What follows belongs to an exercise in optimizing a design on an open flow for small area; a production flow would make more cautious choices. The RTL was checked by simulation tests, not by an equivalence proof against the original design. Power and IR drop assume default switching activity.

## flow/config.mk

```make
export PLATFORM = sky130hd
export DESIGN_NAME = fir_decim_top
export DESIGN_NICKNAME = fir_decim_top
export VERILOG_FILES = /design/flow/design.v
export SDC_FILE = /design/flow/constraint.sdc
export NUM_CORES = 4
export LEC_CHECK = 0
export CAP_MARGIN = 20
export CORE_MARGIN = 2
export CORE_UTILIZATION = 40
export SLEW_MARGIN = 20
```

## flow/design.v

```verilog
`default_nettype none
package fir_decim_pkg;
    localparam int SAMPLE_W  = 18;
    localparam int ACC_W     = 48;
    localparam int TAP_CNT   = 34;
    localparam int TAP_W     = 6;
    localparam int DECIM     = 8;
    localparam int OUT_SHIFT = 16;
    function automatic logic signed [SAMPLE_W-1:0] fir_coef(input logic [TAP_W-1:0] idx);
        case (idx)
            6'd0: fir_coef = 2;
            6'd1: fir_coef = -18'sd10;
            6'd2: fir_coef = 26;
            6'd3: fir_coef = -18'sd59;
            6'd4: fir_coef = 113;
            6'd5: fir_coef = -18'sd202;
            6'd6: fir_coef = 334;
            6'd7: fir_coef = -18'sd529;
            6'd8: fir_coef = 802;
            6'd9: fir_coef = -18'sd1182;
            6'd10: fir_coef = 1701;
            6'd11: fir_coef = -18'sd2421;
            6'd12: fir_coef = 3441;
            6'd13: fir_coef = -18'sd4984;
            6'd14: fir_coef = 7619;
            6'd15: fir_coef = -18'sd13462;
            6'd16: fir_coef = 41571;
            6'd17: fir_coef = 41571;
            6'd18: fir_coef = -18'sd13462;
            6'd19: fir_coef = 7619;
            6'd20: fir_coef = -18'sd4984;
            6'd21: fir_coef = 3441;
            6'd22: fir_coef = -18'sd2421;
            6'd23: fir_coef = 1701;
            6'd24: fir_coef = -18'sd1182;
            6'd25: fir_coef = 802;
            6'd26: fir_coef = -18'sd529;
            6'd27: fir_coef = 334;
            6'd28: fir_coef = -18'sd202;
            6'd29: fir_coef = 113;
            6'd30: fir_coef = -18'sd59;
            6'd31: fir_coef = 26;
            6'd32: fir_coef = -18'sd10;
            6'd33: fir_coef = 2;
            default: fir_coef = '0;
        endcase
    endfunction
    localparam int SEL_W = 30;
    function automatic logic [SEL_W-1:0] fir_coef_sel(input logic [TAP_W-1:0] idx);
        case (idx)
            6'd0: fir_coef_sel = 30'hC;   
            6'd1: fir_coef_sel = 30'h1CC;   
            6'd2: fir_coef_sel = 30'hC1C;   
            6'd3: fir_coef_sel = 30'h10CA;   
            6'd4: fir_coef_sel = 30'hC10A;   
            6'd5: fir_coef_sel = 30'h1A1CC;   
            6'd6: fir_coef_sel = 30'hAAA2C;   
            6'd7: fir_coef_sel = 30'h1C0101;   
            6'd8: fir_coef_sel = 30'h610C0C;   
            6'd9: fir_coef_sel = 30'h11AC0C;   
            6'd10: fir_coef_sel = 30'h6CCCCA;   
            6'd11: fir_coef_sel = 30'hECCA21;   
            6'd12: fir_coef_sel = 30'h51AC10A;   
            6'd13: fir_coef_sel = 30'h90CA10;   
            6'd14: fir_coef_sel = 30'h61C10C1;   
            6'd15: fir_coef_sel = 30'hD11C11C;   
            6'd16: fir_coef_sel = 30'h360CACC1;   
            6'd17: fir_coef_sel = 30'h360CACC1;   
            6'd18: fir_coef_sel = 30'hD11C11C;   
            6'd19: fir_coef_sel = 30'h61C10C1;   
            6'd20: fir_coef_sel = 30'h90CA10;   
            6'd21: fir_coef_sel = 30'h51AC10A;   
            6'd22: fir_coef_sel = 30'hECCA21;   
            6'd23: fir_coef_sel = 30'h6CCCCA;   
            6'd24: fir_coef_sel = 30'h11AC0C;   
            6'd25: fir_coef_sel = 30'h610C0C;   
            6'd26: fir_coef_sel = 30'h1C0101;   
            6'd27: fir_coef_sel = 30'hAAA2C;   
            6'd28: fir_coef_sel = 30'h1A1CC;   
            6'd29: fir_coef_sel = 30'hC10A;   
            6'd30: fir_coef_sel = 30'h10CA;   
            6'd31: fir_coef_sel = 30'hC1C;   
            6'd32: fir_coef_sel = 30'h1CC;   
            6'd33: fir_coef_sel = 30'hC;   
            default: fir_coef_sel = '0;
        endcase
    endfunction
endpackage
`default_nettype wire
`default_nettype none
module dsp_mac (
    input  wire logic [35:0] acc,
    input  wire logic [17:0] x,
    input  wire logic [29:0] sel,
    output logic      [35:0] sum
);
    logic [17:0] xn;
    logic g0_0, g0_1, g0_2, g0_3, g0_4, g0_5, g0_6, g0_7, g0_8, g0_9, g0_10, g0_11, g0_12, g0_13, g0_14, g0_15, g0_16, g0_17, g0_18, cor0, g1_0, g1_1, g1_2, g1_3, g1_4, g1_5, g1_6, g1_7, g1_8, g1_9, g1_10, g1_11, g1_12, g1_13, g1_14, g1_15, g1_16, g1_17, g1_18, cor1, g2_0, g2_1, g2_2, g2_3, g2_4, g2_5, g2_6, g2_7, g2_8, g2_9, g2_10, g2_11, g2_12, g2_13, g2_14, g2_15, g2_16, g2_17, g2_18, cor2, g3_0, g3_1, g3_2, g3_3, g3_4, g3_5, g3_6, g3_7, g3_8, g3_9, g3_10, g3_11, g3_12, g3_13, g3_14, g3_15, g3_16, g3_17, g3_18, cor3, g4_0, g4_1, g4_2, g4_3, g4_4, g4_5, g4_6, g4_7, g4_8, g4_9, g4_10, g4_11, g4_12, g4_13, g4_14, g4_15, g4_16, g4_17, g4_18, cor4, g5_0, g5_1, g5_2, g5_3, g5_4, g5_5, g5_6, g5_7, g5_8, g5_9, g5_10, g5_11, g5_12, g5_13, g5_14, g5_15, g5_16, g5_17, g5_18, cor5, g6_0, g6_1, g6_2, g6_3, g6_4, g6_5, g6_6, g6_7, g6_8, g6_9, g6_10, g6_11, g6_12, g6_13, g6_14, g6_15, g6_16, g6_17, g6_18, cor6, g7_0, g7_1, g7_2, g7_3, g7_4, g7_5, g7_6, g7_7, g7_8, g7_9, g7_10, g7_11, g7_12, g7_13, g7_14, g7_15, g7_16, g7_17, g7_18, cor7, s1, c2, s3, c4, s5, c6, s7, c8, s9, c10, s11, c12, s13, c14, s15, c16, s17, c18, s19, c20, s21, c22, s23, c24, s25, c26, s27, c28, s29, c30, s31, c32, s33, c34, s35, c36, s37, c38, s39, c40, s41, c42, s43, c44, s45, c46, s47, c48, s49, c50, s51, c52, s53, c54, s55, c56, s57, c58, s59, c60, s61, c62, s63, c64, s65, c66, s67, c68, s69, c70, s71, c72, s73, c74, s75, c76, s77, c78, s79, c80, s81, c82, s83, c84, s85, c86, s87, c88, s89, c90, s91, c92, s93, c94, s95, c96, s97, c98, s99, c100, s101, c102, s103, c104, s105, c106, s107, c108, s109, c110, s111, c112, s113, c114, s115, c116, s117, c118, s119, c120, s121, c122, s123, c124, s125, c126, s127, c128, s129, c130, s131, c132, s133, c134, s135, c136, s137, c138, s139, c140, s141, c142, s143, c144, s145, c146, s147, c148, s149, c150, s151, c152, s153, c154, s155, c156, s157, c158, s159, c160, s161, c162, s163, c164, s165, c166, s167, c168, s169, c170, s171, c172, s173, c174, s175, c176, s177, c178, s179, c180, s181, c182, s183, c184, s185, c186, s187, c188, s189, c190, s191, c192, s193, c194, s195, c196, s197, c198, s199, c200, s201, c202, s203, c204, s205, c206, s207, c208, s209, c210, s211, c212, s213, c214, s215, c216, s217, c218, s219, c220, s221, c222, s223, c224, s225, c226, s227, c228, s229, c230, s231, c232, s233, c234, s235, c236, s237, c238, s239, c240, s241, c242, s243, c244, s245, c246, s247, c248, s249, c250, s251, c252, s253, c254, s255, c256, s257, c258, s259, c260, s261, c262, s263, c264, s265, c266, s267, c268, s269, c270, s271, c272, s273, c274, s275, c276, s277, c278, s279, c280, s281, c282, s283, c284, s285, c286, s287, c288, s289, c290, s291, c292, s293, c294, s295, c296, s297, c298, s299, c300, s301, c302, s303, c304, s305, c306, s307, c308, s309, c310, s311, c312, s313, c314, s315, c316, s317, c318, s319, c320, s321, c322, s323, c324, r325, r326, r327, r328, r329, r330, r331, r332, r333, r334, r335, r336, r337, r338, t339, r340, t341, r342, t343, r344, t345, r346, t347, r348, t349, r350, t351, r352, t353, r354, t355, r356, t357, r358, t359, r360, t361, r362, p363, q364, p365, q366, p367, q368, p369, q370, p371, q372, p373, q374, p375, q376, p377, q378, p379, q380, p381, q382, p383, q384, p385, k386, t387, r388, t389, r390, t391, r392, t393, r394, t395, r396, t397, r398, t399, r400, t401, r402, t403, r404, t405, p406, q407, p408, q409, p410, q411, p412, q413, p414, q415, p416, q417, p418, q419, p420, q421, p422, q423;
    assign xn = ~x;
    assign g0_0 = ~((sel[0] & x[0]) | (sel[1] & xn[0]) | sel[2]);
    assign g0_1 = ~((sel[0] & x[1]) | (sel[1] & xn[1]) | (sel[2] & xn[0]));
    assign g0_2 = ~((sel[0] & x[2]) | (sel[1] & xn[2]) | (sel[2] & xn[1]));
    assign g0_3 = ~((sel[0] & x[3]) | (sel[1] & xn[3]) | (sel[2] & xn[2]));
    assign g0_4 = ~((sel[0] & x[4]) | (sel[1] & xn[4]) | (sel[2] & xn[3]));
    assign g0_5 = ~((sel[0] & x[5]) | (sel[1] & xn[5]) | (sel[2] & xn[4]));
    assign g0_6 = ~((sel[0] & x[6]) | (sel[1] & xn[6]) | (sel[2] & xn[5]));
    assign g0_7 = ~((sel[0] & x[7]) | (sel[1] & xn[7]) | (sel[2] & xn[6]));
    assign g0_8 = ~((sel[0] & x[8]) | (sel[1] & xn[8]) | (sel[2] & xn[7]));
    assign g0_9 = ~((sel[0] & x[9]) | (sel[1] & xn[9]) | (sel[2] & xn[8]));
    assign g0_10 = ~((sel[0] & x[10]) | (sel[1] & xn[10]) | (sel[2] & xn[9]));
    assign g0_11 = ~((sel[0] & x[11]) | (sel[1] & xn[11]) | (sel[2] & xn[10]));
    assign g0_12 = ~((sel[0] & x[12]) | (sel[1] & xn[12]) | (sel[2] & xn[11]));
    assign g0_13 = ~((sel[0] & x[13]) | (sel[1] & xn[13]) | (sel[2] & xn[12]));
    assign g0_14 = ~((sel[0] & x[14]) | (sel[1] & xn[14]) | (sel[2] & xn[13]));
    assign g0_15 = ~((sel[0] & x[15]) | (sel[1] & xn[15]) | (sel[2] & xn[14]));
    assign g0_16 = ~((sel[0] & x[16]) | (sel[1] & xn[16]) | (sel[2] & xn[15]));
    assign g0_17 = ~((sel[0] & x[17]) | (sel[1] & xn[17]) | (sel[2] & xn[16]));
    assign g0_18 = (sel[0] & x[17]) | (sel[1] & xn[17]) | (sel[2] & xn[17]);
    assign cor0 = ~sel[3];
    assign g1_0 = ~((sel[5] & x[0]) | (sel[6] & xn[0]));
    assign g1_1 = ~((sel[4] & x[0]) | (sel[5] & x[1]) | (sel[6] & xn[1]));
    assign g1_2 = ~((sel[4] & x[1]) | (sel[5] & x[2]) | (sel[6] & xn[2]));
    assign g1_3 = ~((sel[4] & x[2]) | (sel[5] & x[3]) | (sel[6] & xn[3]));
    assign g1_4 = ~((sel[4] & x[3]) | (sel[5] & x[4]) | (sel[6] & xn[4]));
    assign g1_5 = ~((sel[4] & x[4]) | (sel[5] & x[5]) | (sel[6] & xn[5]));
    assign g1_6 = ~((sel[4] & x[5]) | (sel[5] & x[6]) | (sel[6] & xn[6]));
    assign g1_7 = ~((sel[4] & x[6]) | (sel[5] & x[7]) | (sel[6] & xn[7]));
    assign g1_8 = ~((sel[4] & x[7]) | (sel[5] & x[8]) | (sel[6] & xn[8]));
    assign g1_9 = ~((sel[4] & x[8]) | (sel[5] & x[9]) | (sel[6] & xn[9]));
    assign g1_10 = ~((sel[4] & x[9]) | (sel[5] & x[10]) | (sel[6] & xn[10]));
    assign g1_11 = ~((sel[4] & x[10]) | (sel[5] & x[11]) | (sel[6] & xn[11]));
    assign g1_12 = ~((sel[4] & x[11]) | (sel[5] & x[12]) | (sel[6] & xn[12]));
    assign g1_13 = ~((sel[4] & x[12]) | (sel[5] & x[13]) | (sel[6] & xn[13]));
    assign g1_14 = ~((sel[4] & x[13]) | (sel[5] & x[14]) | (sel[6] & xn[14]));
    assign g1_15 = ~((sel[4] & x[14]) | (sel[5] & x[15]) | (sel[6] & xn[15]));
    assign g1_16 = ~((sel[4] & x[15]) | (sel[5] & x[16]) | (sel[6] & xn[16]));
    assign g1_17 = ~((sel[4] & x[16]) | (sel[5] & x[17]) | (sel[6] & xn[17]));
    assign g1_18 = (sel[4] & x[17]) | (sel[5] & x[17]) | (sel[6] & xn[17]);
    assign cor1 = ~sel[7];
    assign g2_0 = ~((sel[8] & x[0]) | (sel[9] & xn[0]) | sel[10]);
    assign g2_1 = ~((sel[8] & x[1]) | (sel[9] & xn[1]) | (sel[10] & xn[0]));
    assign g2_2 = ~((sel[8] & x[2]) | (sel[9] & xn[2]) | (sel[10] & xn[1]));
    assign g2_3 = ~((sel[8] & x[3]) | (sel[9] & xn[3]) | (sel[10] & xn[2]));
    assign g2_4 = ~((sel[8] & x[4]) | (sel[9] & xn[4]) | (sel[10] & xn[3]));
    assign g2_5 = ~((sel[8] & x[5]) | (sel[9] & xn[5]) | (sel[10] & xn[4]));
    assign g2_6 = ~((sel[8] & x[6]) | (sel[9] & xn[6]) | (sel[10] & xn[5]));
    assign g2_7 = ~((sel[8] & x[7]) | (sel[9] & xn[7]) | (sel[10] & xn[6]));
    assign g2_8 = ~((sel[8] & x[8]) | (sel[9] & xn[8]) | (sel[10] & xn[7]));
    assign g2_9 = ~((sel[8] & x[9]) | (sel[9] & xn[9]) | (sel[10] & xn[8]));
    assign g2_10 = ~((sel[8] & x[10]) | (sel[9] & xn[10]) | (sel[10] & xn[9]));
    assign g2_11 = ~((sel[8] & x[11]) | (sel[9] & xn[11]) | (sel[10] & xn[10]));
    assign g2_12 = ~((sel[8] & x[12]) | (sel[9] & xn[12]) | (sel[10] & xn[11]));
    assign g2_13 = ~((sel[8] & x[13]) | (sel[9] & xn[13]) | (sel[10] & xn[12]));
    assign g2_14 = ~((sel[8] & x[14]) | (sel[9] & xn[14]) | (sel[10] & xn[13]));
    assign g2_15 = ~((sel[8] & x[15]) | (sel[9] & xn[15]) | (sel[10] & xn[14]));
    assign g2_16 = ~((sel[8] & x[16]) | (sel[9] & xn[16]) | (sel[10] & xn[15]));
    assign g2_17 = ~((sel[8] & x[17]) | (sel[9] & xn[17]) | (sel[10] & xn[16]));
    assign g2_18 = (sel[8] & x[17]) | (sel[9] & xn[17]) | (sel[10] & xn[17]);
    assign cor2 = ~sel[11];
    assign g3_0 = ~((sel[12] & x[0]) | (sel[13] & xn[0]) | sel[14]);
    assign g3_1 = ~((sel[12] & x[1]) | (sel[13] & xn[1]) | (sel[14] & xn[0]));
    assign g3_2 = ~((sel[12] & x[2]) | (sel[13] & xn[2]) | (sel[14] & xn[1]));
    assign g3_3 = ~((sel[12] & x[3]) | (sel[13] & xn[3]) | (sel[14] & xn[2]));
    assign g3_4 = ~((sel[12] & x[4]) | (sel[13] & xn[4]) | (sel[14] & xn[3]));
    assign g3_5 = ~((sel[12] & x[5]) | (sel[13] & xn[5]) | (sel[14] & xn[4]));
    assign g3_6 = ~((sel[12] & x[6]) | (sel[13] & xn[6]) | (sel[14] & xn[5]));
    assign g3_7 = ~((sel[12] & x[7]) | (sel[13] & xn[7]) | (sel[14] & xn[6]));
    assign g3_8 = ~((sel[12] & x[8]) | (sel[13] & xn[8]) | (sel[14] & xn[7]));
    assign g3_9 = ~((sel[12] & x[9]) | (sel[13] & xn[9]) | (sel[14] & xn[8]));
    assign g3_10 = ~((sel[12] & x[10]) | (sel[13] & xn[10]) | (sel[14] & xn[9]));
    assign g3_11 = ~((sel[12] & x[11]) | (sel[13] & xn[11]) | (sel[14] & xn[10]));
    assign g3_12 = ~((sel[12] & x[12]) | (sel[13] & xn[12]) | (sel[14] & xn[11]));
    assign g3_13 = ~((sel[12] & x[13]) | (sel[13] & xn[13]) | (sel[14] & xn[12]));
    assign g3_14 = ~((sel[12] & x[14]) | (sel[13] & xn[14]) | (sel[14] & xn[13]));
    assign g3_15 = ~((sel[12] & x[15]) | (sel[13] & xn[15]) | (sel[14] & xn[14]));
    assign g3_16 = ~((sel[12] & x[16]) | (sel[13] & xn[16]) | (sel[14] & xn[15]));
    assign g3_17 = ~((sel[12] & x[17]) | (sel[13] & xn[17]) | (sel[14] & xn[16]));
    assign g3_18 = (sel[12] & x[17]) | (sel[13] & xn[17]) | (sel[14] & xn[17]);
    assign cor3 = ~sel[15];
    assign g4_0 = ~((sel[16] & x[0]) | (sel[17] & xn[0]) | sel[18]);
    assign g4_1 = ~((sel[16] & x[1]) | (sel[17] & xn[1]) | (sel[18] & xn[0]));
    assign g4_2 = ~((sel[16] & x[2]) | (sel[17] & xn[2]) | (sel[18] & xn[1]));
    assign g4_3 = ~((sel[16] & x[3]) | (sel[17] & xn[3]) | (sel[18] & xn[2]));
    assign g4_4 = ~((sel[16] & x[4]) | (sel[17] & xn[4]) | (sel[18] & xn[3]));
    assign g4_5 = ~((sel[16] & x[5]) | (sel[17] & xn[5]) | (sel[18] & xn[4]));
    assign g4_6 = ~((sel[16] & x[6]) | (sel[17] & xn[6]) | (sel[18] & xn[5]));
    assign g4_7 = ~((sel[16] & x[7]) | (sel[17] & xn[7]) | (sel[18] & xn[6]));
    assign g4_8 = ~((sel[16] & x[8]) | (sel[17] & xn[8]) | (sel[18] & xn[7]));
    assign g4_9 = ~((sel[16] & x[9]) | (sel[17] & xn[9]) | (sel[18] & xn[8]));
    assign g4_10 = ~((sel[16] & x[10]) | (sel[17] & xn[10]) | (sel[18] & xn[9]));
    assign g4_11 = ~((sel[16] & x[11]) | (sel[17] & xn[11]) | (sel[18] & xn[10]));
    assign g4_12 = ~((sel[16] & x[12]) | (sel[17] & xn[12]) | (sel[18] & xn[11]));
    assign g4_13 = ~((sel[16] & x[13]) | (sel[17] & xn[13]) | (sel[18] & xn[12]));
    assign g4_14 = ~((sel[16] & x[14]) | (sel[17] & xn[14]) | (sel[18] & xn[13]));
    assign g4_15 = ~((sel[16] & x[15]) | (sel[17] & xn[15]) | (sel[18] & xn[14]));
    assign g4_16 = ~((sel[16] & x[16]) | (sel[17] & xn[16]) | (sel[18] & xn[15]));
    assign g4_17 = ~((sel[16] & x[17]) | (sel[17] & xn[17]) | (sel[18] & xn[16]));
    assign g4_18 = (sel[16] & x[17]) | (sel[17] & xn[17]) | (sel[18] & xn[17]);
    assign cor4 = ~sel[19];
    assign g5_0 = ~((sel[20] & x[0]) | (sel[21] & xn[0]));
    assign g5_1 = ~((sel[20] & x[1]) | (sel[21] & xn[1]));
    assign g5_2 = ~((sel[20] & x[2]) | (sel[21] & xn[2]));
    assign g5_3 = ~((sel[20] & x[3]) | (sel[21] & xn[3]));
    assign g5_4 = ~((sel[20] & x[4]) | (sel[21] & xn[4]));
    assign g5_5 = ~((sel[20] & x[5]) | (sel[21] & xn[5]));
    assign g5_6 = ~((sel[20] & x[6]) | (sel[21] & xn[6]));
    assign g5_7 = ~((sel[20] & x[7]) | (sel[21] & xn[7]));
    assign g5_8 = ~((sel[20] & x[8]) | (sel[21] & xn[8]));
    assign g5_9 = ~((sel[20] & x[9]) | (sel[21] & xn[9]));
    assign g5_10 = ~((sel[20] & x[10]) | (sel[21] & xn[10]));
    assign g5_11 = ~((sel[20] & x[11]) | (sel[21] & xn[11]));
    assign g5_12 = ~((sel[20] & x[12]) | (sel[21] & xn[12]));
    assign g5_13 = ~((sel[20] & x[13]) | (sel[21] & xn[13]));
    assign g5_14 = ~((sel[20] & x[14]) | (sel[21] & xn[14]));
    assign g5_15 = ~((sel[20] & x[15]) | (sel[21] & xn[15]));
    assign g5_16 = ~((sel[20] & x[16]) | (sel[21] & xn[16]));
    assign g5_17 = ~((sel[20] & x[17]) | (sel[21] & xn[17]));
    assign g5_18 = (sel[20] & x[17]) | (sel[21] & xn[17]);
    assign cor5 = ~sel[22];
    assign g6_0 = ~((sel[23] & x[0]) | (sel[24] & xn[0]) | sel[25]);
    assign g6_1 = ~((sel[23] & x[1]) | (sel[24] & xn[1]) | (sel[25] & xn[0]));
    assign g6_2 = ~((sel[23] & x[2]) | (sel[24] & xn[2]) | (sel[25] & xn[1]));
    assign g6_3 = ~((sel[23] & x[3]) | (sel[24] & xn[3]) | (sel[25] & xn[2]));
    assign g6_4 = ~((sel[23] & x[4]) | (sel[24] & xn[4]) | (sel[25] & xn[3]));
    assign g6_5 = ~((sel[23] & x[5]) | (sel[24] & xn[5]) | (sel[25] & xn[4]));
    assign g6_6 = ~((sel[23] & x[6]) | (sel[24] & xn[6]) | (sel[25] & xn[5]));
    assign g6_7 = ~((sel[23] & x[7]) | (sel[24] & xn[7]) | (sel[25] & xn[6]));
    assign g6_8 = ~((sel[23] & x[8]) | (sel[24] & xn[8]) | (sel[25] & xn[7]));
    assign g6_9 = ~((sel[23] & x[9]) | (sel[24] & xn[9]) | (sel[25] & xn[8]));
    assign g6_10 = ~((sel[23] & x[10]) | (sel[24] & xn[10]) | (sel[25] & xn[9]));
    assign g6_11 = ~((sel[23] & x[11]) | (sel[24] & xn[11]) | (sel[25] & xn[10]));
    assign g6_12 = ~((sel[23] & x[12]) | (sel[24] & xn[12]) | (sel[25] & xn[11]));
    assign g6_13 = ~((sel[23] & x[13]) | (sel[24] & xn[13]) | (sel[25] & xn[12]));
    assign g6_14 = ~((sel[23] & x[14]) | (sel[24] & xn[14]) | (sel[25] & xn[13]));
    assign g6_15 = ~((sel[23] & x[15]) | (sel[24] & xn[15]) | (sel[25] & xn[14]));
    assign g6_16 = ~((sel[23] & x[16]) | (sel[24] & xn[16]) | (sel[25] & xn[15]));
    assign g6_17 = ~((sel[23] & x[17]) | (sel[24] & xn[17]) | (sel[25] & xn[16]));
    assign g6_18 = (sel[23] & x[17]) | (sel[24] & xn[17]) | (sel[25] & xn[17]);
    assign cor6 = ~sel[26];
    assign g7_0 = ~((sel[27] & x[0]) | sel[28]);
    assign g7_1 = ~((sel[27] & x[1]) | (sel[28] & xn[0]));
    assign g7_2 = ~((sel[27] & x[2]) | (sel[28] & xn[1]));
    assign g7_3 = ~((sel[27] & x[3]) | (sel[28] & xn[2]));
    assign g7_4 = ~((sel[27] & x[4]) | (sel[28] & xn[3]));
    assign g7_5 = ~((sel[27] & x[5]) | (sel[28] & xn[4]));
    assign g7_6 = ~((sel[27] & x[6]) | (sel[28] & xn[5]));
    assign g7_7 = ~((sel[27] & x[7]) | (sel[28] & xn[6]));
    assign g7_8 = ~((sel[27] & x[8]) | (sel[28] & xn[7]));
    assign g7_9 = ~((sel[27] & x[9]) | (sel[28] & xn[8]));
    assign g7_10 = ~((sel[27] & x[10]) | (sel[28] & xn[9]));
    assign g7_11 = ~((sel[27] & x[11]) | (sel[28] & xn[10]));
    assign g7_12 = ~((sel[27] & x[12]) | (sel[28] & xn[11]));
    assign g7_13 = ~((sel[27] & x[13]) | (sel[28] & xn[12]));
    assign g7_14 = ~((sel[27] & x[14]) | (sel[28] & xn[13]));
    assign g7_15 = ~((sel[27] & x[15]) | (sel[28] & xn[14]));
    assign g7_16 = ~((sel[27] & x[16]) | (sel[28] & xn[15]));
    assign g7_17 = ~((sel[27] & x[17]) | (sel[28] & xn[16]));
    assign g7_18 = (sel[27] & x[17]) | (sel[28] & xn[17]);
    assign cor7 = ~sel[29];
    mac_ha u_ha1 (.a(acc[14]), .b(g0_14), .s(s1), .co(c2));
    mac_ha u_ha2 (.a(acc[15]), .b(g0_15), .s(s3), .co(c4));
    mac_ha u_ha3 (.a(acc[16]), .b(g0_16), .s(s5), .co(c6));
    mac_ha u_ha4 (.a(acc[17]), .b(g0_17), .s(s7), .co(c8));
    assign s9 = ~(acc[18] ^ g0_18);
    assign c10 = acc[18] | g0_18;
    assign s11 = ~acc[19];
    assign c12 = acc[19];
    mac_ha u_ha5 (.a(acc[8]), .b(g0_8), .s(s13), .co(c14));
    mac_ha u_ha6 (.a(acc[9]), .b(g0_9), .s(s15), .co(c16));
    mac_fa u_fa7 (.a(acc[10]), .b(g0_10), .c(g1_8), .s(s17), .co(c18));
    mac_ha u_ha8 (.a(g2_6), .b(g3_4), .s(s19), .co(c20));
    mac_fa u_fa9 (.a(acc[11]), .b(g0_11), .c(g1_9), .s(s21), .co(c22));
    mac_ha u_ha10 (.a(g2_7), .b(g3_5), .s(s23), .co(c24));
    mac_fa u_fa11 (.a(acc[12]), .b(g0_12), .c(g1_10), .s(s25), .co(c26));
    mac_fa u_fa12 (.a(g2_8), .b(g3_6), .c(g4_4), .s(s27), .co(c28));
    mac_ha u_ha13 (.a(g5_2), .b(g6_0), .s(s29), .co(c30));
    mac_fa u_fa14 (.a(acc[13]), .b(g0_13), .c(g1_11), .s(s31), .co(c32));
    mac_fa u_fa15 (.a(g2_9), .b(g3_7), .c(g4_5), .s(s33), .co(c34));
    mac_ha u_ha16 (.a(g5_3), .b(g6_1), .s(s35), .co(c36));
    mac_fa u_fa17 (.a(g1_12), .b(g2_10), .c(g3_8), .s(s37), .co(c38));
    mac_fa u_fa18 (.a(g4_6), .b(g5_4), .c(g6_2), .s(s39), .co(c40));
    mac_fa u_fa19 (.a(g7_0), .b(cor7), .c(s1), .s(s41), .co(c42));
    mac_fa u_fa20 (.a(g1_13), .b(g2_11), .c(g3_9), .s(s43), .co(c44));
    mac_fa u_fa21 (.a(g4_7), .b(g5_5), .c(g6_3), .s(s45), .co(c46));
    mac_fa u_fa22 (.a(g7_1), .b(c2), .c(s3), .s(s47), .co(c48));
    mac_fa u_fa23 (.a(g1_14), .b(g2_12), .c(g3_10), .s(s49), .co(c50));
    mac_fa u_fa24 (.a(g4_8), .b(g5_6), .c(g6_4), .s(s51), .co(c52));
    mac_fa u_fa25 (.a(g7_2), .b(c4), .c(s5), .s(s53), .co(c54));
    mac_fa u_fa26 (.a(g1_15), .b(g2_13), .c(g3_11), .s(s55), .co(c56));
    mac_fa u_fa27 (.a(g4_9), .b(g5_7), .c(g6_5), .s(s57), .co(c58));
    mac_fa u_fa28 (.a(g7_3), .b(c6), .c(s7), .s(s59), .co(c60));
    mac_fa u_fa29 (.a(g1_16), .b(g2_14), .c(g3_12), .s(s61), .co(c62));
    mac_fa u_fa30 (.a(g4_10), .b(g5_8), .c(g6_6), .s(s63), .co(c64));
    mac_fa u_fa31 (.a(g7_4), .b(c8), .c(s9), .s(s65), .co(c66));
    mac_fa u_fa32 (.a(g1_17), .b(g2_15), .c(g3_13), .s(s67), .co(c68));
    mac_fa u_fa33 (.a(g4_11), .b(g5_9), .c(g6_7), .s(s69), .co(c70));
    mac_fa u_fa34 (.a(g7_5), .b(c10), .c(s11), .s(s71), .co(c72));
    mac_fa u_fa35 (.a(acc[20]), .b(g1_18), .c(g2_16), .s(s73), .co(c74));
    mac_fa u_fa36 (.a(g3_14), .b(g4_12), .c(g5_10), .s(s75), .co(c76));
    mac_fa u_fa37 (.a(g6_8), .b(g7_6), .c(c12), .s(s77), .co(c78));
    assign s79 = ~(acc[21] ^ g2_17);
    assign c80 = acc[21] | g2_17;
    mac_fa u_fa38 (.a(g3_15), .b(g4_13), .c(g5_11), .s(s81), .co(c82));
    mac_ha u_ha39 (.a(g6_9), .b(g7_7), .s(s83), .co(c84));
    mac_fa u_fa40 (.a(acc[22]), .b(g2_18), .c(g3_16), .s(s85), .co(c86));
    mac_fa u_fa41 (.a(g4_14), .b(g5_12), .c(g6_10), .s(s87), .co(c88));
    assign s89 = ~(acc[23] ^ g3_17);
    assign c90 = acc[23] | g3_17;
    mac_ha u_ha42 (.a(g4_15), .b(g5_13), .s(s91), .co(c92));
    mac_fa u_fa43 (.a(acc[24]), .b(g3_18), .c(g4_16), .s(s93), .co(c94));
    assign s95 = ~acc[25];
    assign c96 = acc[25];
    mac_ha u_ha44 (.a(acc[4]), .b(g0_4), .s(s97), .co(c98));
    mac_ha u_ha45 (.a(acc[5]), .b(g0_5), .s(s99), .co(c100));
    mac_fa u_fa46 (.a(acc[6]), .b(g0_6), .c(g1_4), .s(s101), .co(c102));
    mac_ha u_ha47 (.a(g2_2), .b(g3_0), .s(s103), .co(c104));
    mac_fa u_fa48 (.a(acc[7]), .b(g0_7), .c(g1_5), .s(s105), .co(c106));
    mac_ha u_ha49 (.a(g2_3), .b(g3_1), .s(s107), .co(c108));
    mac_fa u_fa50 (.a(g1_6), .b(g2_4), .c(g3_2), .s(s109), .co(c110));
    mac_fa u_fa51 (.a(g4_0), .b(cor4), .c(s13), .s(s111), .co(c112));
    mac_fa u_fa52 (.a(g1_7), .b(g2_5), .c(g3_3), .s(s113), .co(c114));
    mac_fa u_fa53 (.a(g4_1), .b(c14), .c(s15), .s(s115), .co(c116));
    mac_fa u_fa54 (.a(g4_2), .b(g5_0), .c(cor5), .s(s117), .co(c118));
    mac_fa u_fa55 (.a(c16), .b(s17), .c(s19), .s(s119), .co(c120));
    mac_fa u_fa56 (.a(g4_3), .b(g5_1), .c(c18), .s(s121), .co(c122));
    mac_fa u_fa57 (.a(c20), .b(s21), .c(s23), .s(s123), .co(c124));
    mac_fa u_fa58 (.a(cor6), .b(c22), .c(c24), .s(s125), .co(c126));
    mac_fa u_fa59 (.a(s25), .b(s27), .c(s29), .s(s127), .co(c128));
    mac_fa u_fa60 (.a(c26), .b(c28), .c(c30), .s(s129), .co(c130));
    mac_fa u_fa61 (.a(s31), .b(s33), .c(s35), .s(s131), .co(c132));
    mac_fa u_fa62 (.a(c32), .b(c34), .c(c36), .s(s133), .co(c134));
    mac_fa u_fa63 (.a(s37), .b(s39), .c(s41), .s(s135), .co(c136));
    mac_fa u_fa64 (.a(c38), .b(c40), .c(c42), .s(s137), .co(c138));
    mac_fa u_fa65 (.a(s43), .b(s45), .c(s47), .s(s139), .co(c140));
    mac_fa u_fa66 (.a(c44), .b(c46), .c(c48), .s(s141), .co(c142));
    mac_fa u_fa67 (.a(s49), .b(s51), .c(s53), .s(s143), .co(c144));
    mac_fa u_fa68 (.a(c50), .b(c52), .c(c54), .s(s145), .co(c146));
    mac_fa u_fa69 (.a(s55), .b(s57), .c(s59), .s(s147), .co(c148));
    mac_fa u_fa70 (.a(c56), .b(c58), .c(c60), .s(s149), .co(c150));
    mac_fa u_fa71 (.a(s61), .b(s63), .c(s65), .s(s151), .co(c152));
    mac_fa u_fa72 (.a(c62), .b(c64), .c(c66), .s(s153), .co(c154));
    mac_fa u_fa73 (.a(s67), .b(s69), .c(s71), .s(s155), .co(c156));
    mac_fa u_fa74 (.a(c68), .b(c70), .c(c72), .s(s157), .co(c158));
    mac_fa u_fa75 (.a(s73), .b(s75), .c(s77), .s(s159), .co(c160));
    mac_fa u_fa76 (.a(c74), .b(c76), .c(c78), .s(s161), .co(c162));
    mac_fa u_fa77 (.a(s79), .b(s81), .c(s83), .s(s163), .co(c164));
    mac_fa u_fa78 (.a(g7_8), .b(c80), .c(c82), .s(s165), .co(c166));
    mac_fa u_fa79 (.a(c84), .b(s85), .c(s87), .s(s167), .co(c168));
    mac_fa u_fa80 (.a(g6_11), .b(g7_9), .c(c86), .s(s169), .co(c170));
    mac_fa u_fa81 (.a(c88), .b(s89), .c(s91), .s(s171), .co(c172));
    mac_fa u_fa82 (.a(g5_14), .b(g6_12), .c(g7_10), .s(s173), .co(c174));
    mac_fa u_fa83 (.a(c90), .b(c92), .c(s93), .s(s175), .co(c176));
    mac_fa u_fa84 (.a(g4_17), .b(g5_15), .c(g6_13), .s(s177), .co(c178));
    mac_fa u_fa85 (.a(g7_11), .b(c94), .c(s95), .s(s179), .co(c180));
    mac_fa u_fa86 (.a(acc[26]), .b(g4_18), .c(g5_16), .s(s181), .co(c182));
    mac_fa u_fa87 (.a(g6_14), .b(g7_12), .c(c96), .s(s183), .co(c184));
    assign s185 = ~(acc[27] ^ g5_17);
    assign c186 = acc[27] | g5_17;
    mac_ha u_ha88 (.a(g6_15), .b(g7_13), .s(s187), .co(c188));
    mac_fa u_fa89 (.a(acc[28]), .b(g5_18), .c(g6_16), .s(s189), .co(c190));
    assign s191 = ~acc[29];
    assign c192 = acc[29];
    mac_ha u_ha90 (.a(acc[2]), .b(g0_2), .s(s193), .co(c194));
    mac_ha u_ha91 (.a(acc[3]), .b(g0_3), .s(s195), .co(c196));
    mac_fa u_fa92 (.a(g1_2), .b(g2_0), .c(cor2), .s(s197), .co(c198));
    mac_fa u_fa93 (.a(g1_3), .b(g2_1), .c(c98), .s(s199), .co(c200));
    mac_fa u_fa94 (.a(cor3), .b(c100), .c(s101), .s(s201), .co(c202));
    mac_fa u_fa95 (.a(c102), .b(c104), .c(s105), .s(s203), .co(c204));
    mac_fa u_fa96 (.a(c106), .b(c108), .c(s109), .s(s205), .co(c206));
    mac_fa u_fa97 (.a(c110), .b(c112), .c(s113), .s(s207), .co(c208));
    mac_fa u_fa98 (.a(c114), .b(c116), .c(s117), .s(s209), .co(c210));
    mac_fa u_fa99 (.a(c118), .b(c120), .c(s121), .s(s211), .co(c212));
    mac_fa u_fa100 (.a(c122), .b(c124), .c(s125), .s(s213), .co(c214));
    mac_fa u_fa101 (.a(c126), .b(c128), .c(s129), .s(s215), .co(c216));
    mac_fa u_fa102 (.a(c130), .b(c132), .c(s133), .s(s217), .co(c218));
    mac_fa u_fa103 (.a(c134), .b(c136), .c(s137), .s(s219), .co(c220));
    mac_fa u_fa104 (.a(c138), .b(c140), .c(s141), .s(s221), .co(c222));
    mac_fa u_fa105 (.a(c142), .b(c144), .c(s145), .s(s223), .co(c224));
    mac_fa u_fa106 (.a(c146), .b(c148), .c(s149), .s(s225), .co(c226));
    mac_fa u_fa107 (.a(c150), .b(c152), .c(s153), .s(s227), .co(c228));
    mac_fa u_fa108 (.a(c154), .b(c156), .c(s157), .s(s229), .co(c230));
    mac_fa u_fa109 (.a(c158), .b(c160), .c(s161), .s(s231), .co(c232));
    mac_fa u_fa110 (.a(c162), .b(c164), .c(s165), .s(s233), .co(c234));
    mac_fa u_fa111 (.a(c166), .b(c168), .c(s169), .s(s235), .co(c236));
    mac_fa u_fa112 (.a(c170), .b(c172), .c(s173), .s(s237), .co(c238));
    mac_fa u_fa113 (.a(c174), .b(c176), .c(s177), .s(s239), .co(c240));
    mac_fa u_fa114 (.a(c178), .b(c180), .c(s181), .s(s241), .co(c242));
    mac_fa u_fa115 (.a(c182), .b(c184), .c(s185), .s(s243), .co(c244));
    mac_fa u_fa116 (.a(g7_14), .b(c186), .c(c188), .s(s245), .co(c246));
    mac_fa u_fa117 (.a(g6_17), .b(g7_15), .c(c190), .s(s247), .co(c248));
    mac_fa u_fa118 (.a(acc[30]), .b(g6_18), .c(g7_16), .s(s249), .co(c250));
    assign s251 = ~acc[31];
    assign c252 = acc[31];
    mac_ha u_ha119 (.a(acc[0]), .b(g0_0), .s(s253), .co(c254));
    mac_ha u_ha120 (.a(acc[1]), .b(g0_1), .s(s255), .co(c256));
    mac_fa u_fa121 (.a(g1_0), .b(cor1), .c(s193), .s(s257), .co(c258));
    mac_fa u_fa122 (.a(g1_1), .b(c194), .c(s195), .s(s259), .co(c260));
    mac_fa u_fa123 (.a(s97), .b(c196), .c(s197), .s(s261), .co(c262));
    mac_fa u_fa124 (.a(s99), .b(c198), .c(s199), .s(s263), .co(c264));
    mac_fa u_fa125 (.a(s103), .b(c200), .c(s201), .s(s265), .co(c266));
    mac_fa u_fa126 (.a(s107), .b(c202), .c(s203), .s(s267), .co(c268));
    mac_fa u_fa127 (.a(s111), .b(c204), .c(s205), .s(s269), .co(c270));
    mac_fa u_fa128 (.a(s115), .b(c206), .c(s207), .s(s271), .co(c272));
    mac_fa u_fa129 (.a(s119), .b(c208), .c(s209), .s(s273), .co(c274));
    mac_fa u_fa130 (.a(s123), .b(c210), .c(s211), .s(s275), .co(c276));
    mac_fa u_fa131 (.a(s127), .b(c212), .c(s213), .s(s277), .co(c278));
    mac_fa u_fa132 (.a(s131), .b(c214), .c(s215), .s(s279), .co(c280));
    mac_fa u_fa133 (.a(s135), .b(c216), .c(s217), .s(s281), .co(c282));
    mac_fa u_fa134 (.a(s139), .b(c218), .c(s219), .s(s283), .co(c284));
    mac_fa u_fa135 (.a(s143), .b(c220), .c(s221), .s(s285), .co(c286));
    mac_fa u_fa136 (.a(s147), .b(c222), .c(s223), .s(s287), .co(c288));
    mac_fa u_fa137 (.a(s151), .b(c224), .c(s225), .s(s289), .co(c290));
    mac_fa u_fa138 (.a(s155), .b(c226), .c(s227), .s(s291), .co(c292));
    mac_fa u_fa139 (.a(s159), .b(c228), .c(s229), .s(s293), .co(c294));
    mac_fa u_fa140 (.a(s163), .b(c230), .c(s231), .s(s295), .co(c296));
    mac_fa u_fa141 (.a(s167), .b(c232), .c(s233), .s(s297), .co(c298));
    mac_fa u_fa142 (.a(s171), .b(c234), .c(s235), .s(s299), .co(c300));
    mac_fa u_fa143 (.a(s175), .b(c236), .c(s237), .s(s301), .co(c302));
    mac_fa u_fa144 (.a(s179), .b(c238), .c(s239), .s(s303), .co(c304));
    mac_fa u_fa145 (.a(s183), .b(c240), .c(s241), .s(s305), .co(c306));
    mac_fa u_fa146 (.a(s187), .b(c242), .c(s243), .s(s307), .co(c308));
    mac_fa u_fa147 (.a(s189), .b(c244), .c(s245), .s(s309), .co(c310));
    mac_fa u_fa148 (.a(s191), .b(c246), .c(s247), .s(s311), .co(c312));
    mac_fa u_fa149 (.a(c192), .b(c248), .c(s249), .s(s313), .co(c314));
    mac_fa u_fa150 (.a(g7_17), .b(c250), .c(s251), .s(s315), .co(c316));
    mac_fa u_fa151 (.a(acc[32]), .b(g7_18), .c(c252), .s(s317), .co(c318));
    assign s319 = ~acc[33];
    assign c320 = acc[33];
    assign s321 = ~acc[34];
    assign c322 = acc[34];
    assign s323 = ~acc[35];
    assign c324 = acc[35];
    mac_ha u_ha152 (.a(cor0), .b(s253), .s(sum[0]), .co(r325));
    mac_fa u_fa153 (.a(c254), .b(s255), .c(r325), .s(sum[1]), .co(r326));
    mac_fa u_fa154 (.a(c256), .b(s257), .c(r326), .s(sum[2]), .co(r327));
    mac_fa u_fa155 (.a(c258), .b(s259), .c(r327), .s(sum[3]), .co(r328));
    mac_fa u_fa156 (.a(c260), .b(s261), .c(r328), .s(sum[4]), .co(r329));
    mac_fa u_fa157 (.a(c262), .b(s263), .c(r329), .s(sum[5]), .co(r330));
    mac_fa u_fa158 (.a(c264), .b(s265), .c(r330), .s(sum[6]), .co(r331));
    mac_fa u_fa159 (.a(c266), .b(s267), .c(r331), .s(sum[7]), .co(r332));
    mac_fa u_fa160 (.a(c268), .b(s269), .c(r332), .s(sum[8]), .co(r333));
    mac_fa u_fa161 (.a(c270), .b(s271), .c(r333), .s(sum[9]), .co(r334));
    mac_fa u_fa162 (.a(c272), .b(s273), .c(r334), .s(sum[10]), .co(r335));
    mac_fa u_fa163 (.a(c274), .b(s275), .c(r335), .s(sum[11]), .co(r336));
    mac_fa u_fa164 (.a(c276), .b(s277), .c(r336), .s(sum[12]), .co(r337));
    mac_fa u_fa165 (.a(c278), .b(s279), .c(r337), .s(sum[13]), .co(r338));
    mac_ha u_ha166 (.a(c280), .b(s281), .s(t339), .co(r340));
    mac_fa u_fa167 (.a(c282), .b(s283), .c(r340), .s(t341), .co(r342));
    mac_fa u_fa168 (.a(c284), .b(s285), .c(r342), .s(t343), .co(r344));
    mac_fa u_fa169 (.a(c286), .b(s287), .c(r344), .s(t345), .co(r346));
    mac_fa u_fa170 (.a(c288), .b(s289), .c(r346), .s(t347), .co(r348));
    mac_fa u_fa171 (.a(c290), .b(s291), .c(r348), .s(t349), .co(r350));
    mac_fa u_fa172 (.a(c292), .b(s293), .c(r350), .s(t351), .co(r352));
    mac_fa u_fa173 (.a(c294), .b(s295), .c(r352), .s(t353), .co(r354));
    mac_fa u_fa174 (.a(c296), .b(s297), .c(r354), .s(t355), .co(r356));
    mac_fa u_fa175 (.a(c298), .b(s299), .c(r356), .s(t357), .co(r358));
    mac_fa u_fa176 (.a(c300), .b(s301), .c(r358), .s(t359), .co(r360));
    mac_fa u_fa177 (.a(c302), .b(s303), .c(r360), .s(t361), .co(r362));
    assign sum[14] = t339 ^ r338;
    assign p363 = t339;
    assign q364 = r338 & p363;
    assign sum[15] = t341 ^ q364;
    assign p365 = p363 & t341;
    assign q366 = r338 & p365;
    assign sum[16] = t343 ^ q366;
    assign p367 = p365 & t343;
    assign q368 = r338 & p367;
    assign sum[17] = t345 ^ q368;
    assign p369 = p367 & t345;
    assign q370 = r338 & p369;
    assign sum[18] = t347 ^ q370;
    assign p371 = p369 & t347;
    assign q372 = r338 & p371;
    assign sum[19] = t349 ^ q372;
    assign p373 = p371 & t349;
    assign q374 = r338 & p373;
    assign sum[20] = t351 ^ q374;
    assign p375 = p373 & t351;
    assign q376 = r338 & p375;
    assign sum[21] = t353 ^ q376;
    assign p377 = p375 & t353;
    assign q378 = r338 & p377;
    assign sum[22] = t355 ^ q378;
    assign p379 = p377 & t355;
    assign q380 = r338 & p379;
    assign sum[23] = t357 ^ q380;
    assign p381 = p379 & t357;
    assign q382 = r338 & p381;
    assign sum[24] = t359 ^ q382;
    assign p383 = p381 & t359;
    assign q384 = r338 & p383;
    assign sum[25] = t361 ^ q384;
    assign p385 = p383 & t361;
    assign k386 = r362 | (r338 & p385);
    mac_ha u_ha178 (.a(c304), .b(s305), .s(t387), .co(r388));
    mac_fa u_fa179 (.a(c306), .b(s307), .c(r388), .s(t389), .co(r390));
    mac_fa u_fa180 (.a(c308), .b(s309), .c(r390), .s(t391), .co(r392));
    mac_fa u_fa181 (.a(c310), .b(s311), .c(r392), .s(t393), .co(r394));
    mac_fa u_fa182 (.a(c312), .b(s313), .c(r394), .s(t395), .co(r396));
    mac_fa u_fa183 (.a(c314), .b(s315), .c(r396), .s(t397), .co(r398));
    mac_fa u_fa184 (.a(c316), .b(s317), .c(r398), .s(t399), .co(r400));
    mac_fa u_fa185 (.a(c318), .b(s319), .c(r400), .s(t401), .co(r402));
    mac_fa u_fa186 (.a(c320), .b(s321), .c(r402), .s(t403), .co(r404));
    assign t405 = c322 ^ s323 ^ r404;
    assign sum[26] = t387 ^ k386;
    assign p406 = t387;
    assign q407 = k386 & p406;
    assign sum[27] = t389 ^ q407;
    assign p408 = p406 & t389;
    assign q409 = k386 & p408;
    assign sum[28] = t391 ^ q409;
    assign p410 = p408 & t391;
    assign q411 = k386 & p410;
    assign sum[29] = t393 ^ q411;
    assign p412 = p410 & t393;
    assign q413 = k386 & p412;
    assign sum[30] = t395 ^ q413;
    assign p414 = p412 & t395;
    assign q415 = k386 & p414;
    assign sum[31] = t397 ^ q415;
    assign p416 = p414 & t397;
    assign q417 = k386 & p416;
    assign sum[32] = t399 ^ q417;
    assign p418 = p416 & t399;
    assign q419 = k386 & p418;
    assign sum[33] = t401 ^ q419;
    assign p420 = p418 & t401;
    assign q421 = k386 & p420;
    assign sum[34] = t403 ^ q421;
    assign p422 = p420 & t403;
    assign q423 = k386 & p422;
    assign sum[35] = t405 ^ q423;
endmodule
module mac_fa (
    input  wire logic a,
    input  wire logic b,
    input  wire logic c,
    output logic      s,
    output logic      co
);
    assign s  = a ^ b ^ c;
    assign co = (a & b) | (c & (a ^ b));
endmodule
module mac_ha (
    input  wire logic a,
    input  wire logic b,
    output logic      s,
    output logic      co
);
    assign s  = a ^ b;
    assign co = a & b;
endmodule
`default_nettype wire
`default_nettype none
module fir_decim_top(
    input  wire logic                                       clk,
    input  wire logic                                       reset,
    input  wire logic                                       sample_in_rdy,
    input  wire logic signed [fir_decim_pkg::SAMPLE_W-1:0] sample_in_l,
    input  wire logic signed [fir_decim_pkg::SAMPLE_W-1:0] sample_in_r,
    output logic                                            sample_out_rdy,
    output logic      signed [fir_decim_pkg::SAMPLE_W-1:0] sample_out_l,
    output logic      signed [fir_decim_pkg::SAMPLE_W-1:0] sample_out_r,
    output logic                                            overrun,
    output logic                                            init_done
);
    localparam int SW  = fir_decim_pkg::SAMPLE_W;
    localparam int SLW = fir_decim_pkg::SEL_W;
    localparam int AW  = 36;    
    localparam int WIN = 40;    
    localparam logic [AW-1:0] RND_HALF = AW'(2 ** (fir_decim_pkg::OUT_SHIFT - 1));
    logic [5:0] cnt, cnt_d;      
    logic [2:0] pidx, pidx_d;    
    logic       win, win_d;      
    logic [2:0] jh, jh_d;        
    logic       init_d;
    logic       acc_valid;
    logic       is_wait, accept, win_last, done;
    assign is_wait  = init_done && (cnt == '0);
    assign accept   = is_wait && sample_in_rdy;
    assign win_last = win && (cnt == 6'd1);
    assign done     = win && (jh == 3'd0) && (cnt <= 6'd5);
    always_comb begin
        cnt_d  = cnt;
        pidx_d = pidx;
        win_d  = win;
        if (accept) begin
            pidx_d = pidx + 1'b1;
            cnt_d  = (pidx == 3'd7) ? 6'(WIN) : 6'd1;
            win_d  = (pidx == 3'd7);
        end else if (cnt != '0) begin
            cnt_d = cnt - 1'b1;
            if (cnt == 6'd1) win_d = 1'b0;
        end
        init_d = init_done || (cnt == 6'd1);
        jh_d   = win_last ? jh : (jh == 3'd4) ? 3'd0 : jh + 1'b1;
    end
    always_ff @(posedge clk or posedge reset) begin
        if (reset) begin
            cnt       <= 6'd34;
            pidx      <= '0;
            win       <= 1'b0;
            acc_valid <= 1'b0;
            jh        <= '0;
            overrun   <= 1'b0;
            init_done <= 1'b0;
        end else begin
            cnt       <= cnt_d;
            pidx      <= pidx_d;
            win       <= win_d;
            jh        <= jh_d;
            init_done <= init_d;
            acc_valid <= win_last;
            overrun   <= sample_in_rdy && !is_wait;
        end
    end
    logic [2*SW-1:0] sbuf [8];
    always_ff @(posedge clk) begin
        if (accept || win) begin
            sbuf[0] <= accept ? {sample_in_l, sample_in_r} : sbuf[7];
            for (int i = 1; i < 8; i++) sbuf[i] <= sbuf[i-1];
        end
    end
    logic [SLW-1:0] sel;
    always_ff @(posedge clk) begin
        sel <= win_d ? fir_decim_pkg::fir_coef_sel({jh_d, 3'(cnt_d[2:0] - 3'd1)}) : '0;
    end
    logic [AW-1:0] ring_l [5];
    logic [AW-1:0] ring_r [5];
    logic [AW-1:0] sum_l, sum_r;
    logic          clr;
    dsp_mac u_mac_l (.acc(ring_l[0]), .x(sbuf[7][2*SW-1:SW]), .sel(sel), .sum(sum_l));
    dsp_mac u_mac_r (.acc(ring_r[0]), .x(sbuf[7][SW-1:0]),    .sel(sel), .sum(sum_r));
    always_ff @(posedge clk) begin
        clr       <= !init_done || done;
        ring_l[0] <= ring_l[1];
        ring_r[0] <= ring_r[1];
        ring_l[1] <= ring_l[2];
        ring_r[1] <= ring_r[2];
        ring_l[2] <= ring_l[3];
        ring_r[2] <= ring_r[3];
        ring_l[3] <= clr ? RND_HALF : ring_l[4];
        ring_r[3] <= clr ? RND_HALF : ring_r[4];
        ring_l[4] <= sum_l;
        ring_r[4] <= sum_r;
    end
    localparam int HW = AW - fir_decim_pkg::OUT_SHIFT;    
    function automatic logic [SW-1:0] sat(input logic [HW-1:0] s);
        if (s[HW-1:SW-1] == '0 || s[HW-1:SW-1] == '1) begin
            sat = s[SW-1:0];
        end else begin
            sat = {s[HW-1], {(SW-1){!s[HW-1]}}};
        end
    endfunction
    logic [HW-1:0] hold_l, hold_r;
    always_ff @(posedge clk) begin
        if (done) begin
            hold_l <= sum_l[AW-1:AW-HW];
            hold_r <= sum_r[AW-1:AW-HW];
        end
    end
    always_ff @(posedge clk or posedge reset) begin
        if (reset) begin
            sample_out_rdy <= 1'b0;
            sample_out_l   <= '0;
            sample_out_r   <= '0;
        end else begin
            sample_out_rdy <= acc_valid;
            sample_out_l   <= acc_valid ? sat(hold_l) : '0;
            sample_out_r   <= acc_valid ? sat(hold_r) : '0;
        end
    end
endmodule
`default_nettype wire
```

## flow/constraint.sdc

```tcl
create_clock -name core_clock -period 10.0 [get_ports {clk}]
set_input_delay 2.0000 -clock core_clock [delete_from_list [all_inputs] [get_ports {clk}]]
set_output_delay 2.0000 -clock core_clock [all_outputs]
set_load 0.01 [all_outputs]
```

## flow/run.sh

```bash
#!/bin/bash
# synth_recipe.tcl (not shown) runs the flow's synth.tcl, then flattens the netlist and writes it again
# the make line also repeats each setting of config.mk as NAME=value (left out here)
make -C /OpenROAD-flow-scripts/flow DESIGN_CONFIG=/design/flow/config.mk WORK_HOME=/design/flow/orfs CLKGATE_MAP_FILE= SYNTH_SCRIPT=/design/flow/synth_recipe.tcl finish
```

==> results of run 1 <==
==> layout make-up <==
type | instances | area (um^2)
fillers | 7952 | 47700
clock inverters | 41 | 452
inverters | 372 | 1400
multi-input cells | 1465 | 14400
well taps | 1165 | 1460
flip-flops and latches | 769 | 18900
repair buffers | 167 | 1460
clock buffers | 109 | 2260
==> worst paths after layout <==
path	cells past startpoint	slack (ps)	endpoint	from
hold / removal	0	290	ring_l[2][10]$_DFF_P_	ring_l[3][10]$_SDFF_PP0_
hold reg to reg	0	290	ring_l[2][10]$_DFF_P_	ring_l[3][10]$_SDFF_PP0_
min in group asynchronous	3	1850	sample_out_l[1]$_DFF_PP0_	reset
setup reg to reg	27	590	hold_l[18]$_DFFE_PP_	sbuf[7][29]$_DFFE_PP_
max in group asynchronous	3	7600	sample_out_r[6]$_DFF_PP0_	reset
setup / recovery	27	590	hold_l[18]$_DFFE_PP_	sbuf[7][29]$_DFFE_PP_
==> cell usage in the layout (no fill, tap or decap), types with 13 or more instances in the layout <==
master | Yosys | layout
fa_1 | 322 | 322
ha_1 | 80 | 80
a211oi_1 | 14 | 14
dfrtp_1 | 51 | 51
clkbuf_1 | 153 | 17
mux2_2 | 40 | 40
buf_4 | 2 | 89
nand2b_1 | 17 | 16
edfxtp_1 | 328 | 328
nand2_1 | 92 | 92
xor2_1 | 18 | 18
inv_1 | 365 | 364
dfxtp_1 | 388 | 387
a21oi_1 | 114 | 113
a221oi_1 | 65 | 65
nor2_1 | 116 | 115
clkinv_2 | 0 | 13
xnor2_1 | 24 | 24
a22oi_1 | 18 | 18
mux2i_1 | 75 | 74
nor3_1 | 16 | 16
clkbuf_16 | 0 | 83
nor2b_1 | 130 | 130
nand3_1 | 20 | 19
a22o_1 | 73 | 73
o21ai_0 | 126 | 126
clkdlybuf4s50_1 | 0 | 77
==> report_power, final <==
part / internal (W) / leakage, nW / switching [W]
registers: 0.00333 / 6.34 / 0.0000301
logic: 0.000188 / 8.30 / 0.000402
clock network: 0.00172 / 1.33 / 0.00127
==> registers in the layout (all words and copies together), names as in the netlist <==
signal and count:
pidx 3, init_done 1, sel 27, hold_l 20, sbuf 288, sample_out_l 18, hold_r 20, overrun 1
jh 3, clr 1, ring_l 180, sample_out_r 18, sample_out_rdy 1, ring_r 180, acc_valid 1, win 1
cnt 6
==> per-stage QoR <==
stage | util [%] | cells
final | 45.8 | 4088
after global routing | 45.8 | 4088
after CTS | 45.8 | 4088
after detailed placement | 42.8 | 3938
after global placement | 42.8 | 3938
after floorplan | - | 2785
==> cells by family after synthesis <==
group	after synthesis	synth area share, %
AOI/OAI and AO/OA	471	8.92
xor gates and xnor gates	42	1.04
adders and majority gates	402	21.0
buffers and inverters	551	5.89
DFF	769	53.5
muxes	115	3.39
and+or+nand+nor	435	6.25
==> per-layer routing <==
metal / track usage (%) / vias to the layer above / part of all wire [%]
met5: 0 / - / 0
met4: 8.02 / 0 / 4.0
met3: 3.21 / 198 / 5.4
met2: 30.6 / 704 / 47
met1: 26.2 / 10600 / 44
li1: - / 9436 / -
==> reports/results.txt, run 1 <==
IO Port Bufs -> 77
Via count -> 20,900
CTS tree -> yes
P_leak -> 16.0 nW
Synthesized area -> 0.0354 mm^2
Maximum buffer depth of the clock tree -> 3
Most numerous cell in the Yosys netlist -> dfxtp_1
Wirelength per Cell -> 20.9 um
Ranking of synthesized cells by area -> edfxtp_1 (28%), dfxtp_1 (22%), fa_1 (18%), inv_1 (3.9%), dfrtp_1 (3.6%)
Pre-CTS setup slack -> 525 ps
Initial Utilization -> 40.2%
Post-CTS setup buffer count -> 0
Asr flop ratio synth -> 6.89%
Critical path launch point type -> register
Inserted Clock Buffers -> 80
Setup crit end kind -> register
Buffer and inverter count on the worst path -> 3
CTS H-tree lvls -> 3
Hold_ws -> 293 ps
CTS Root Cell -> clkbuf_16
Final setup viols -> 0
Num ports -> 78
Layout cell share with drive strength beyond 1 -> 9.92%
DP HPWL -> 60,700 um
Synth cell types -> 72
Reg clk slew, reported paths -> 60 ps
Worst Tran Pin Value -> 1030 ps
Remaining antenna violation count -> 0
Fin. Hold Viols -> 0
Hold crit path type -> register to register
Grt total ovfl -> 0
Post-synth EDFFs -> 328
Die W -> 302 um
Highest clock rate -> 106 MHz
Slowest CP cell -> edfxtp_1
Slew Viols, Final -> 0
WS Path Type -> register to register
Die Y -> 302 um
DR pass1 iterations -> 8
Vias in the first global route -> 22,000
Post-synth top flop -> dfxtp_1
Initial antenna violation count -> 0
Area of the die -> 0.0909 mm^2
MaxCap Viol Count -> 0
Fin area -> 0.0404 mm^2
Routed vias/inst -> 5.11
Layout Skew -> 35.9 ps
Setup ws final -> 585 ps
RSZ-0062 raised after global routing -> false
Resized cells post-CTS -> 0
DP Area -> 0.0377 mm^2
Outcome -> complete, no violations
Avg Cell Area, Syn -> 12.7 um^2
Cell taking the most area after synthesis -> edfxtp_1
Post-Synthesis Cells -> 2,785
NumNets Final -> 3,296
Synth top area share -> 27.8%
Setup TNS -> 0 ps
Maximum vdd drop -> 0.000150 V
Slowest stage delay, CP -> 770 ps
CTS sink count -> 769
Total GRT Usage -> 19.2%
Family with the most delay on the worst path -> adder cells
Worst Path Max Fanout -> 15
DRT Wirelength -> 85,500 um
DRT iter0 DRCs -> 1,976
Ant. Diodes -> 0
Total power -> 0.00694 W
CP dominant cell by count -> fa_1
Placer Congestion -> 0.937
Post-route minimum period -> 9410 ps
DRC Markers -> 0
Worst-Skew Late Latency -> 660 ps
Largest net degree at the start of global routing -> 146
Ys Warns -> 7
First-pass GRT wire length -> 133,000 um
Core footprint -> 0.0881 mm^2
FP Rows -> 109
Final critical-path share of the clock period -> 94.1%
Synthesis-to-layout area growth -> 14.0%
Post-CTS Hold Fix Bufs -> 0
Slew HR -> 31.4%
Pwr Density -> 172 mW/mm^2
Post-synthesis sequential area ratio -> 53.5%
Seq cells post-synth -> 769
Commonest cells in the synthesized netlist -> dfxtp_1 (388), inv_1 (365), edfxtp_1 (328)
Synthesized Nets -> 3,226
CP Data Required Time -> 10,390 ps
CP Data Arrival Time -> 9800 ps
==> inputs of run 2 (changes only) <==
--- a/flow/config.mk
+++ b/flow/config.mk
@@ -9,3 +9,5 @@
 export CORE_MARGIN = 2
 export CORE_UTILIZATION = 40
 export SLEW_MARGIN = 20
+export SYNTH_HIERARCHICAL = 1
+export SYNTH_MINIMUM_KEEP_SIZE = 0
==> run 2 against run 1 <==
Still clean on timing, DRC and antenna. Non-clock buffer count down 9. Routed wire length grew 2.5%. Synthesized area decreased by 2.0%. Setup slack improved by 44 ps. Register-to-register slack better by 40 ps. Worst hold slack better by 22 ps. Core utilization grew 0.41 points. Sequential share of layout area increased by 0.53 points. Sequential power up about 50%. Critical path type unchanged. Critical endpoint is now hold_r[10]$_DFFE_PP_. Largest cell class unchanged.
==> reports/results.txt, run 2 <==
CTS sink count -> 769
Final setup viols -> 0
Multiplexer share of the synthesized area -> 2.56%
Commonest cells in the synthesized netlist -> dfxtp_1 (388), edfxtp_1 (328), fa_1 (324)
Post-route minimum period -> 9370 ps
Total GRT Usage -> 20.0%
DRT iter0 DRCs -> 1,792
Outcome -> complete, no violations
Initial Utilization -> 40.2%
MaxCap Viol Count -> 0
Cell taking the most area after synthesis -> edfxtp_1
CTS tree -> yes
RSZ-0062 raised after global routing -> false
Setup crit end kind -> register
Wirelength per Cell -> 22.7 um
Layout Skew -> 27.5 ps
DP HPWL -> 60,400 um
Synthesized area -> 0.0347 mm^2
Resized cells post-CTS -> 0
FP Rows -> 108
IO Port Bufs -> 77
Post-CTS setup buffer count -> 0
Worst Path Max Fanout -> 15
CTS H-tree lvls -> 3
Reg clk slew, reported paths -> 70 ps
Routed vias/inst -> 5.28
CP Data Arrival Time -> 9760 ps
Fin. Hold Viols -> 0
Met2 wire length -> 42,400 um
Hold path startpoint -> ring_l[1][24]$_DFF_P_
Layout cell share with drive strength beyond 1 -> 11.1%
Remaining antenna violation count -> 0
Post-synthesis sequential area ratio -> 54.6%
CTS Root Cell -> clkbuf_16
Avg Cell Area, Syn -> 13.6 um^2
FF-to-FF path depth -> 22
Synthesis-to-layout area growth -> 15.1%
Via count -> 20,400
Complex-gate fraction of the synthesized area -> 9.23%
Ranking of synthesized cells by area -> edfxtp_1 (28%), dfxtp_1 (22%), fa_1 (19%), dfrtp_1 (3.7%), a221oi_1 (3.6%)
Reg-to-Reg End -> hold_r[10]$_DFFE_PP_
Most frequent cells in the layout -> dfxtp_1 (385), edfxtp_1 (328), fa_1 (324), nor2b_1 (150), a221oi_1 (142)
Most numerous cell in the Yosys netlist -> dfxtp_1
DR pass1 iterations -> 6
Ys Warns -> 13
Inserted Clock Buffers -> 83
Core footprint -> 0.0863 mm^2
Highest clock rate -> 107 MHz
Biggest regs -> sbuf (288), ring_l (180), ring_r (180)
Synth top area share -> 28.4%
Post-synth EDFFs -> 328
Ant. Diodes -> 0
Largest family of logic cells by synthesized area -> adder cells
Post-layout util -> 46.3%
Synth Area in XOR/XNOR -> 1.26%
Hold path depth -> 0
Maximum vdd drop -> 0.000212 V
Synth Area in Simple Gates -> 8.02%
CP Data Required Time -> 10,390 ps
Max FFs per register -> 288
Post-CTS Hold Fix Bufs -> 0
Hold crit path type -> register to register
Worst Tran Pin Value -> 1070 ps
Num ports -> 78
Vias in the first global route -> 21,500
Hold Path End -> ring_l[0][24]$_DFF_P_
Critical path launch point type -> register
Slew HR -> 27.8%
Reg with most FFs -> sbuf
Area of the die -> 0.0891 mm^2
Die W -> 299 um
Synth Area in Adders -> 21.4%
First-pass GRT wire length -> 135,000 um
Asr flop ratio synth -> 6.89%
Largest net degree at the start of global routing -> 183
Top sig layer -> met4
Worst-Skew Late Latency -> 640 ps
Metal1 wirelength -> 38,000 um
Maximum buffer depth of the clock tree -> 3
Most common cell after layout, fill and taps aside -> dfxtp_1
Placer Congestion -> 0.926
Grt total ovfl -> 0
Final critical-path share of the clock period -> 93.7%
Synth cell types -> 79
DRC Markers -> 0
WS Path Type -> register to register
Post-Synthesis Cells -> 2,545
Seq cells post-synth -> 769
P_leak -> 13.7 nW
Reg-to-Reg Start -> sbuf[7][10]$_DFFE_PP_
Reg2Reg Setup Slack -> 630 ps
Slew Viols, Final -> 0
Initial antenna violation count -> 1
Hold_ws -> 315 ps
NumNets Final -> 3,070
DRT Wirelength -> 87,600 um
Pwr Density -> 384 mW/mm^2
Synthesized Nets -> 2,982
Met3 WL -> 4570 um
Setup TNS -> 0 ps
Die Y -> 299 um
Post-synth top flop -> dfxtp_1
==> run 2: metrics by stage <==
step | cell area (um^2) | cells | setup slack, ps | power [W]
2_1_floorplan | 34700 | 2545 | 373 | 0.0101
3_3_place_gp | 37000 | 3701 | 671 | 0.0121
3_5_place_dp | 37000 | 3703 | 646 | 0.0122
4_1_cts | 39900 | 3859 | 634 | 0.0156
5_1_grt | 39900 | 3859 | 198 | 0.0165
6_report | 39900 | 3859 | 629 | 0.0153
==> run 2: final cells by class <==
class	count	area, um^2
Multi-Input combinational cell	1508	14700
Clock inverter	51	582
Inverter	113	427
Fill cell	7619	46400
Timing Repair Buffer	158	1430
Sequential cell	769	18900
Tap cell	1155	1450
Clock buffer	105	2360
==> run 2: Yosys stat by module, one instance, submodules excluded <==
module / times used / cells inside / area [um^2] / flops+latches
dsp_mac: 2 / 462 / 2820 / 0
fir_decim_top: 1 / 1249 / 22000 / 769
mac_ha: 48 / 1 / 12.5 / 0
mac_fa: 324 / 1 / 20.0 / 0
==> run 2: cells by family (layout without fill, tap and decap cells) <==
logic type,after synthesis,count (layout)
compound gates,458,458
mux,81,81
xor+xnor,50,50
simple gates,521,521
fa+ha+maj,398,398
buf+inv,268,427
flops,769,769
==> run 2: how the worst max path moves through the flow <==
stage,from,to
floorplan,sample_in_rdy,sbuf[0][0]$_DFFE_PP_
global placement,sbuf[7][28]$_DFFE_PP_,hold_l[11]$_DFFE_PP_
detailed placement,sbuf[7][10]$_DFFE_PP_,hold_r[10]$_DFFE_PP_
CTS,sbuf[7][10]$_DFFE_PP_,hold_r[10]$_DFFE_PP_
global route,sbuf[7][10]$_DFFE_PP_,hold_r[11]$_DFFE_PP_
finish,sbuf[7][10]$_DFFE_PP_,hold_r[10]$_DFFE_PP_
==> run 2: where the power goes <==
group          internal (W)  leakage [nW]  switching (W)
combinational       0.00288          5.40        0.00421
clock               0.00195          1.44        0.00127
sequential          0.00468          6.92       0.000358
total               0.00950          13.7        0.00584
==> run 2: layer usage <==
layer	vias to the layer above	track usage [%]
li1	9099	-
met1	10500	26.9
met2	656	32.8
met3	160	3.59
met4	0	6.45
met5	-	0
==> run 2: critical path: stages, from the launching register on <==
cell and delay, ps:
edfxtp_1 700, inv_1 290, a221oi_1 630, fa_1 550, fa_1 430, fa_1 450, fa_1 410, ha_1 220
fa_1 420, fa_1 410, fa_1 400, fa_1 410, fa_1 400, fa_1 410, fa_1 400, fa_1 390
fa_1 400, fa_1 390, fa_1 520, nand2_1 90, nor4_4 380, or2_2 200, ha_1 230

static timing again, ports no longer ideal:
No port has a modelled driver above. Below, the same layouts with a new extraction and two added sets of constraints. Step 1 assumes that a clkbuf_16 drives the clock port and a buf_2 every other input. Step 2, shift: input delay + t, output delay - t, t = (earliest + latest rising clock arrival at the registers) / 2. This alone moves slack from input paths to output paths. Three values: ideal, step 1, step 2; two values: the first two.
| run | t (ns) | slack for setup (ns) | worst setup path at the end | worst register clock-pin slew, ns |
|---|---|---|---|---|
| run 1 | 0.707 | 0.585 / 0.585 / 0.585 | register to register | 0.07 / 0.07 |
| run 2 | 0.696 | 0.629 / 0.629 / 0.629 | register to register | 0.07 / 0.07 |
After both steps every run listed still meets setup and hold.
